Source: an optimization exercise on an open RTL-to-GDS flow (aim: a short achievable clock period and few clock cycles). Production flows keep margins and buffers that such runs may drop.
Only simulation tests tie the RTL to the original design; equivalence was not proved.

==> 08-05: inputs <==
## cpu_apb
module cpu_apb (
	input  logic        clk,
	input  logic        rst_n,
	input  logic        psel,
	input  logic        penable,
	input  logic        pwrite,
	input  logic [11:0] paddr,
	input  logic [15:0] pwdata,
	output logic [15:0] prdata,
	output logic        pready,
	output logic        pslverr
);
export LEC_CHECK = 0
export ABC_CLOCK_PERIOD_IN_PS = 2500
export CAP_MARGIN = 20
export CORE_MARGIN = 2
export CORE_UTILIZATION = 32
export PLACE_DENSITY = 0.55
export SETUP_SLACK_MARGIN = 5
export SLEW_MARGIN = 20
export TNS_END_PERCENT = 5
create_clock -name core_clock -period 7.5 [get_ports {clk}]
run.sh (not shown) runs the stock make flow with config.mk's settings and CLKGATE_MAP_FILE= SYNTH_SCRIPT=/design/flow/synth_recipe.tcl, a recipe that flattens the netlist after the stock synthesis.
==> 07-19: changes against 08-05 <==
--- a/flow/design.v
+++ b/flow/design.v
@@ -86,36 +86,52 @@
 	end
 	assign prdata  = prdata_q;
 	assign pready  = pready_q;
 	assign pslverr = pslverr_q;
 	logic        fon_q;
 	logic [5:0]  f_q;
-	logic [63:0] f_oh;       
+	logic [15:0] f_row;      
+	logic [3:0]  f_col;      
+	logic [15:0] bw [4];     
+	logic [5:0]  bs [4];
 	logic [15:0] w [FW];
 	logic [5:0]  s [FW];     
 	logic        fj [FW], fh [FW];
 	logic [5:0]  nf;         
 	logic        fe;
 	logic [2:0]  fk;         
 	logic        fstop;      
 	logic [5:0]  fhpc;
 	logic [5:0]  succ_nx [64];
-	logic [3:0]  cnt_q;      
+	logic        fspace;     
 	always_comb begin
+		for (int b = 0; b < 4; b++) begin
+			logic        ge;      
+			logic [15:0] row;
+			ge = 1'b0;
+			for (int c = 0; c <= b; c++) ge = ge | f_col[c];
+			row = ge ? f_row : {f_row[14:0], f_row[15]};
+			bw[b] = '0;
+			bs[b] = '0;
+			for (int r = 0; r < 16; r++) begin
+				bw[b] = bw[b] | ({16{row[r]}} & imem[4 * r + b]);
+				bs[b] = bs[b] | ({6{row[r]}} & succ[4 * r + b]);
+			end
+		end
 		for (int k = 0; k < FW; k++) begin
 			w[k] = '0;
 			s[k] = '0;
-			for (int i = 0; i < 64; i++) begin
-				w[k] = w[k] | ({16{f_oh[(i + 64 - k) % 64]}} & imem[i]);
-				s[k] = s[k] | ({6{f_oh[(i + 64 - k) % 64]}} & succ[i]);
+			for (int c = 0; c < 4; c++) begin
+				w[k] = w[k] | ({16{f_col[c]}} & bw[(c + k) % 4]);
+				s[k] = s[k] | ({6{f_col[c]}} & bs[(c + k) % 4]);
 			end
 			fj[k] = w[k][15:12] == 4'd11;
 			fh[k] = w[k][15:12] == 4'd12;
 		end
 	end
-	assign fe = (fon_q & (cnt_q <= 4'(QS - FW))) | start;
+	assign fe = (fon_q & fspace) | start;
 	always_comb begin
 		logic cut;
 		cut   = 1'b0;
 		fk    = 3'd0;
 		fstop = 1'b0;
 		nf    = w[0][5:0];
@@ -141,32 +157,37 @@
 		if (!rst_n) begin
 			fon_q <= 1'b0;
 		end else if (fe) begin
 			fon_q <= ~fstop;
 		end
 	end
-	logic [63:0] nf_oh;
+	logic [15:0] nf_row;
+	logic [3:0]  nf_col;
 	always_comb begin
-		logic all;
-		nf_oh = '0;
-		for (int i = 0; i < 64; i++) nf_oh[i] = fj[0] & (w[0][5:0] == 6'(i));
+		logic all, pk;
+		nf_row = '0;
+		nf_col = '0;
+		for (int r = 0; r < 16; r++) nf_row[r] = fj[0] & (w[0][5:2] == 4'(r));
+		for (int c = 0; c < 4; c++)  nf_col[c] = fj[0] & (w[0][1:0] == 2'(c));
 		all = ~fj[0];
 		for (int k = 0; k < FW; k++) begin
 			if (k > 0) all = all & ~fj[k];
-			for (int i = 0; i < 64; i++) begin
-				nf_oh[i] = nf_oh[i] | (all & ((k == FW - 1) || fj[(k + 1) % FW]) & (s[k] == 6'(i)));
-			end
+			pk = all & ((k == FW - 1) || fj[(k + 1) % FW]);
+			for (int r = 0; r < 16; r++) nf_row[r] = nf_row[r] | (pk & (s[k][5:2] == 4'(r)));
+			for (int c = 0; c < 4; c++)  nf_col[c] = nf_col[c] | (pk & (s[k][1:0] == 2'(c)));
 		end
 	end
 	always_ff @(posedge clk) begin
 		if (fe) begin
-			f_q  <= nf;
-			f_oh <= nf_oh;
+			f_q   <= nf;
+			f_row <= nf_row;
+			f_col <= nf_col;
 		end else if (~fon_q) begin
 			f_q <= succ_nx[63];
-			for (int i = 0; i < 64; i++) f_oh[i] <= succ_nx[63] == 6'(i);
+			for (int r = 0; r < 16; r++) f_row[r] <= succ_nx[63][5:2] == 4'(r);
+			for (int c = 0; c < 4; c++)  f_col[c] <= succ_nx[63][1:0] == 2'(c);
 		end
 	end
 	localparam int E_H    = 16;   
 	localparam int E_WR   = 17;   
 	localparam int E_XW   = 18;   
 	localparam int E_LW   = 19;
@@ -193,12 +214,14 @@
 	logic [EB-1:0] re [W];       
 	logic          re_v [W];
 	logic          re_h [W + 1];
 	logic          iss [W];
 	logic          nsel [W + 1];   
 	logic          rem_gt0;        
+	logic [QS-1:0] q_vb;           
+	logic          re_vv [W + 1];
 	always_comb begin
 		for (int k = 0; k < FW; k++) begin
 			logic [3:0] op;
 			logic [3:0] sbr;
 			op = w[k][15:12];
 			sbr = (op == 4'd9) ? w[k][11:8] : w[k][3:0];
@@ -229,36 +252,48 @@
 	end
 	always_comb begin
 		for (int i = 0; i <= W; i++) begin
 			logic [EB-1:0] e;
 			e = '0;
 			for (int p = 0; p < QS; p++) e = e | ({EB{hd_oh[(p + QS - i) % QS]}} & q_e[p]);
+			re_vv[i] = 1'b0;
+			for (int p = 0; p < QS; p++) re_vv[i] = re_vv[i] | (hd_oh[(p + QS - i) % QS] & q_vb[p]);
 			if (i < W) begin
 				re[i]   = e;
-				re_v[i] = cnt_q > 4'(i);
+				re_v[i] = re_vv[i];
 			end
 			re_h[i] = e[E_H];
 		end
+		fspace = 1'b0;
+		for (int p = 0; p < QS; p++) fspace = fspace | (tl_oh[(p + QS - (FW - 1)) % QS] & ~q_vb[p]);
 		for (int k = 0; k <= W; k++) begin
 			nsel[k] = ((k == 0) ? 1'b1 : iss[(k + W - 1) % W]) & ((k == W) ? 1'b1 : ~iss[k % W]);
 		end
 		rem_gt0 = 1'b0;
-		for (int k = 0; k <= W; k++) rem_gt0 = rem_gt0 | (nsel[k] & (cnt_q > 4'(k)));
+		for (int k = 0; k <= W; k++) rem_gt0 = rem_gt0 | (nsel[k] & re_vv[k]);
 		rem_gt0 = rem_gt0 & ~fin_q;
 	end
 	always_ff @(posedge clk or negedge rst_n) begin
 		if (!rst_n) begin
-			cnt_q <= '0;
+			q_vb  <= '0;
 			hd_oh <= QS'(1);
 			tl_oh <= QS'(1);
 		end else begin
+			for (int p = 0; p < QS; p++) begin
+				logic used, wr;
+				used = fin_q & hd_oh[p];
+				for (int k = 1; k <= W; k++) begin
+					for (int j = 0; j < k; j++) used = used | (~fin_q & nsel[k] & hd_oh[(p + QS - j) % QS]);
+				end
+				wr = 1'b0;
+				for (int k = 0; k < FW; k++) wr = wr | ((fk > 3'(k)) & tl_oh[(p + QS - k) % QS]);
+				q_vb[p] <= (q_vb[p] & ~used) | wr;
+			end
 			if (fin_q) begin
-				cnt_q <= 4'(fk);
 				hd_oh <= {hd_oh[QS-2:0], hd_oh[QS-1]};
 			end else begin
-				cnt_q <= cnt_q + 4'(fk) - (nsel[1] ? 4'd1 : nsel[2] ? 4'd2 : nsel[3] ? 4'd3 : 4'd0);
 				for (int k = 0; k <= W; k++) begin
 					if (nsel[k]) hd_oh <= (hd_oh << k) | (hd_oh >> (QS - k));
 				end
 			end
 			for (int k = 1; k <= FW; k++) begin
 				if (fk == 3'(k)) tl_oh <= (tl_oh << k) | (tl_oh >> (QS - k));
==> flow/config.mk (replaced) <==
export PLATFORM = sky130hd
export DESIGN_NAME = cpu_apb
export DESIGN_NICKNAME = cpu_apb
export VERILOG_FILES = /design/flow/design.v
export SDC_FILE = /design/flow/constraint.sdc
export NUM_CORES = 4
export LEC_CHECK = 0
export ABC_CLOCK_PERIOD_IN_PS = 2500
export CAP_MARGIN = 20
export CORE_MARGIN = 2
export CORE_UTILIZATION = 28
export PLACE_DENSITY = 0.5
export SETUP_SLACK_MARGIN = 5
export SLEW_MARGIN = 20
export TNS_END_PERCENT = 10
==> summary of the runs <==
- 08-05 never finished: it broke off in global routing (GRT-0116). 07-19 died in global routing with GRT-0232.
- In 07-19 the area after synthesis is smaller than in 08-05, by 5.0%.
- Against 08-05, the synthesized cell count of 07-19 is smaller by 3.4%.
Testbench counts of 08-05, summed over its fixed seeds: cycles 4,408.
Testbench counts of 07-19, summed over its fixed seeds: cycles 4,408.
